This design comes from an exercise in tuning for small area, a short achievable clock period and few clock cycles per item on the open sky130 flow, not from production work.
In this exercise RTL edits were held to simulation tests only and were not proved equivalent to the original.
Power and IR drop assume default switching activity.

== old ==
==> flow/design.v <==
module data_mem_responder #(
  parameter int ADDR_W = 8
) (
  input  logic              clk,
  input  logic              reset,
  input  logic              req_valid,
  output logic              req_ready,
  input  logic              req_we,
  input  logic [1:0]        req_whb,
  input  logic              req_signed,
  input  logic [ADDR_W-1:0] req_addr,
  input  logic [31:0]       req_wdata,
  output logic              rsp_valid,
  output logic [31:0]       rsp_rdata,
  output logic              rsp_err
);
  localparam int ROW_W = ADDR_W - 2;    
  localparam int ROWS  = 2 ** ROW_W;
  assign req_ready = 1'b1;
  assign rsp_err   = 1'b0;
  logic       a_v;
  logic       a_load;
  logic [1:0] a_whb;
  logic       a_sgn;
  logic [1:0] a_off;
  logic [7:0] a_hi [4];      
  logic [7:0] a_lo [4];      
  logic [7:0] a_low [4];     
  logic [7:0] a_wb [4];
  logic [7:0] hi0, lo0, hi1, lo1;
  assign hi0 = 8'd1 << req_addr[7:5];
  assign lo0 = 8'd1 << req_addr[4:2];
  assign lo1 = {lo0[6:0], lo0[7]};
  assign hi1 = lo0[7] ? {hi0[6:0], hi0[7]} : hi0;
  always_ff @(posedge clk) begin
    a_v    <= req_valid & ~reset;
    a_load <= ~req_we;
    a_whb  <= req_whb;
    a_sgn  <= req_signed;
    a_off  <= req_addr[1:0];
  end
  for (genvar b = 0; b < 4; b++) begin : g_a
    logic [1:0] idx;     
    logic       nxt;     
    logic       wr;
    logic [7:0] lo;
    assign idx = 2'(b) - req_addr[1:0];
    assign nxt = 2'(b) < req_addr[1:0];
    assign lo  = nxt ? lo1 : lo0;
    always_comb begin
      case (req_whb)
        2'b00:   wr = (idx == 2'd0);
        2'b01:   wr = ~idx[1];
        default: wr = 1'b1;
      endcase
      wr = wr & req_valid & ~reset & req_we;
    end
    always_ff @(posedge clk) begin
      a_hi[b]  <= nxt ? hi1 : hi0;
      a_lo[b]  <= lo;
      a_low[b] <= {8{wr}} & lo;
      a_wb[b]  <= req_wdata[8*idx +: 8];
    end
  end
  logic       b_v;
  logic       b_load;
  logic [1:0] b_whb;
  logic       b_sgn;
  logic [1:0] b_off;
  logic [7:0] b_raw [4];
  always_ff @(posedge clk) begin
    b_v    <= a_v & ~reset;
    b_load <= a_load;
    b_whb  <= a_whb;
    b_sgn  <= a_sgn;
    b_off  <= a_off;
  end
  for (genvar b = 0; b < 4; b++) begin : g_bank
    logic [8*ROWS-1:0] mem;
    logic [7:0]        rd;
    for (genvar r = 0; r < ROWS; r++) begin : g_row
      logic       we, hold;
      logic [7:0] nxt;
      assign we   = a_hi[b][r / 8] & a_low[b][r % 8];
      assign hold = ~a_hi[b][r / 8] | ~a_low[b][r % 8];
      for (genvar k = 0; k < 8; k++) begin : g_k
        dmr_hold u_h (.we(we), .hold(hold), .d(a_wb[b][k]), .q(mem[8*r + k]),
                      .y(nxt[k]));
      end
      always_ff @(posedge clk) mem[8*r +: 8] <= nxt;
    end
    for (genvar k = 0; k < 8; k++) begin : g_bit
      logic [7:0] grp;
      for (genvar g = 0; g < 8; g++) begin : g_grp
        logic [7:0] col;
        for (genvar i = 0; i < 8; i++) begin : g_i
          assign col[i] = mem[8*(8*g + i) + k];
        end
        dmr_sel8 u_lo (.d(col), .s(a_lo[b]), .y(grp[g]));
      end
      dmr_sel8 u_hi (.d(grp), .s(a_hi[b]), .y(rd[k]));
    end
    always_ff @(posedge clk) b_raw[b] <= rd;
  end
  logic [31:0] al;
  logic [31:0] ld;
  for (genvar j = 0; j < 4; j++) begin : g_c
    assign al[8*j +: 8] = b_raw[2'(j) + b_off];
  end
  always_comb begin
    case (b_whb)
      2'b00:   ld = {{24{b_sgn & al[7]}},  al[7:0]};
      2'b01:   ld = {{16{b_sgn & al[15]}}, al[15:0]};
      default: ld = al;
    endcase
  end
  always_ff @(posedge clk) begin
    rsp_valid <= b_v & ~reset;
    rsp_rdata <= b_load ? ld : 32'd0;
  end
endmodule
module dmr_sel8 (
  input  logic [7:0] d,
  input  logic [7:0] s,
  output logic       y
);
  logic n0, n1, n2;
  dmr_aoi222 u0 (.a(d[2:0]), .b(s[2:0]), .y(n0));
  dmr_aoi222 u1 (.a(d[5:3]), .b(s[5:3]), .y(n1));
  assign n2 = ~((d[6] & s[6]) | (d[7] & s[7]));
  assign y  = ~(n0 & n1 & n2);
endmodule
module dmr_aoi222 (
  input  logic [2:0] a,
  input  logic [2:0] b,
  output logic       y
);
  assign y = ~|(a & b);
endmodule
module dmr_hold (
  input  logic we,
  input  logic hold,
  input  logic d,
  input  logic q,
  output logic y
);
  assign y = (we & d) | (hold & q);
endmodule
export LEC_CHECK = 0
export CAP_MARGIN = 20
export CORE_MARGIN = 2
export CORE_UTILIZATION = 55
export PLACE_DENSITY = 0.68
export SLEW_MARGIN = 20
export SYNTH_HIERARCHICAL = 1
export SYNTH_MINIMUM_KEEP_SIZE = 0
create_clock -name core_clock -period 8.0 [get_ports {clk}]
standard.sh (not shown) runs the stock make flow with config.mk's settings and CLKGATE_MAP_FILE= SYNTH_SCRIPT=/design/flow/synth_recipe.tcl, a recipe that flattens the netlist after the stock synthesis.
==> flow/flow/run.sh <==
#!/bin/bash
# Layout flow: the standard ORFS flow (standard.sh, unchanged synthesis),
# with three settings changed through the environment:
#   - port buffers are buf_2 cells (the default pick is a delay cell),
#   - CTS clusters up to 27 sinks within 110 um and adds no dummy loads,
#   - setup repair aims for 5.3 ns of slack at the 8 ns clock.
# The whole output goes to standard_flow.log here; ORFS's per-step logs are
# under orfs/logs.
set -euo pipefail
export BUFFER_PORTS_ARGS="-buffer_cell sky130_fd_sc_hd__buf_2"
export CTS_ARGS="-sink_clustering_enable -repair_clock_nets -dont_use_dummy_load -sink_clustering_size 27 -sink_clustering_max_diameter 110"
export SETUP_SLACK_MARGIN=5.3
bash standard.sh > standard_flow.log 2>&1
Testbench counts of old, summed over its fixed seeds: cycles 12,024, requests 12,000.
#### Input delta (new over old)
--- a/flow/design.v
+++ b/flow/design.v
@@ -24,9 +24,9 @@
   logic       a_sgn;
   logic [1:0] a_off;
   logic [7:0] a_hi [4];      
   logic [7:0] a_lo [4];      
-  logic [7:0] a_low [4];     
+  logic [3:0] a_wr;          
   logic [7:0] a_wb [4];
   logic [7:0] hi0, lo0, hi1, lo1;
   assign hi0 = 8'd1 << req_addr[7:5];
   assign lo0 = 8'd1 << req_addr[4:2];
@@ -57,9 +57,9 @@
     end
     always_ff @(posedge clk) begin
       a_hi[b]  <= nxt ? hi1 : hi0;
       a_lo[b]  <= lo;
-      a_low[b] <= {8{wr}} & lo;
+      a_wr[b]  <= wr;
       a_wb[b]  <= req_wdata[8*idx +: 8];
     end
   end
   logic       b_v;
@@ -76,14 +76,16 @@
     b_off  <= a_off;
   end
   for (genvar b = 0; b < 4; b++) begin : g_bank
     logic [8*ROWS-1:0] mem;
+    logic [7:0]        low;      
+    assign low = a_lo[b] & {8{a_wr[b]}};
     logic [7:0]        rd;
     for (genvar r = 0; r < ROWS; r++) begin : g_row
       logic       we, hold;
       logic [7:0] nxt;
-      assign we   = a_hi[b][r / 8] & a_low[b][r % 8];
-      assign hold = ~a_hi[b][r / 8] | ~a_low[b][r % 8];
+      assign we   = a_hi[b][r / 8] & low[r % 8];
+      assign hold = ~a_hi[b][r / 8] | ~low[r % 8];
       for (genvar k = 0; k < 8; k++) begin : g_k
         dmr_hold u_h (.we(we), .hold(hold), .d(a_wb[b][k]), .q(mem[8*r + k]),
                       .y(nxt[k]));
       end
@@ -97,9 +99,9 @@
           assign col[i] = mem[8*(8*g + i) + k];
         end
         dmr_sel8 u_lo (.d(col), .s(a_lo[b]), .y(grp[g]));
       end
-      dmr_sel8 u_hi (.d(grp), .s(a_hi[b]), .y(rd[k]));
+      dmr_sel8_2l u_hi (.d(grp), .s(a_hi[b]), .y(rd[k]));
     end
     always_ff @(posedge clk) b_raw[b] <= rd;
   end
   logic [31:0] al;
@@ -117,8 +119,15 @@
   always_ff @(posedge clk) begin
     rsp_valid <= b_v & ~reset;
     rsp_rdata <= b_load ? ld : 32'd0;
   end
+endmodule
+module dmr_sel8_2l (
+  input  logic [7:0] d,
+  input  logic [7:0] s,
+  output logic       y
+);
+  assign y = |(d & s);
 endmodule
 module dmr_sel8 (
   input  logic [7:0] d,
   input  logic [7:0] s,
In new, the required time of the critical path came out 2010 ps above the value in old. new and old ended up with nearly the same number of nets in the layout. In the metrics for new and old, the one carrying the higher register-to-register setup slack is old. On power: new sits below old. Compared with old, in new sequential fraction of total cell area now sits lower; clock-buffer cell count now sits lower.
Testbench counts of new, summed over its fixed seeds: cycles 12,024, requests 12,000.

[static timing again, ports no longer ideal]
The flow's constraints put no driver on any port. The routed layouts listed below were extracted and timed again, unchanged, in two steps.
Step 1: set_driving_cell puts a clkbuf_16 on clk and a buf_2 on each other input, an assumption about the parent block.
Step 2 adds t to the input delays and takes it off the output delays; t is the mean of the earliest and latest rising clock arrival at the registers after step 1. Input paths then give back, and output paths get back, about the clock's delay inside the block.
Three values: ideal, step 1, step 2; two values: the first two.
| run | shift t [ns] | slack for setup (ns) | clock arrival spread, ns | worst data-port slew with drivers (ns) | pins driven straight from the clock port |
|---|---|---|---|---|---|
| old | 0.794 | 5.160 / 5.076 / 4.624 | 0.078 / 0.078 | 0.17 | 1 |
| new | 0.787 | 5.189 / 5.132 / 4.720 | 0.056 / 0.056 | 0.23 | 1 |
After both steps every run listed still meets setup and hold. For old, which loses most, drivers alone change the setup slack by -0.084 ns; drivers and shift together by -0.536 ns.
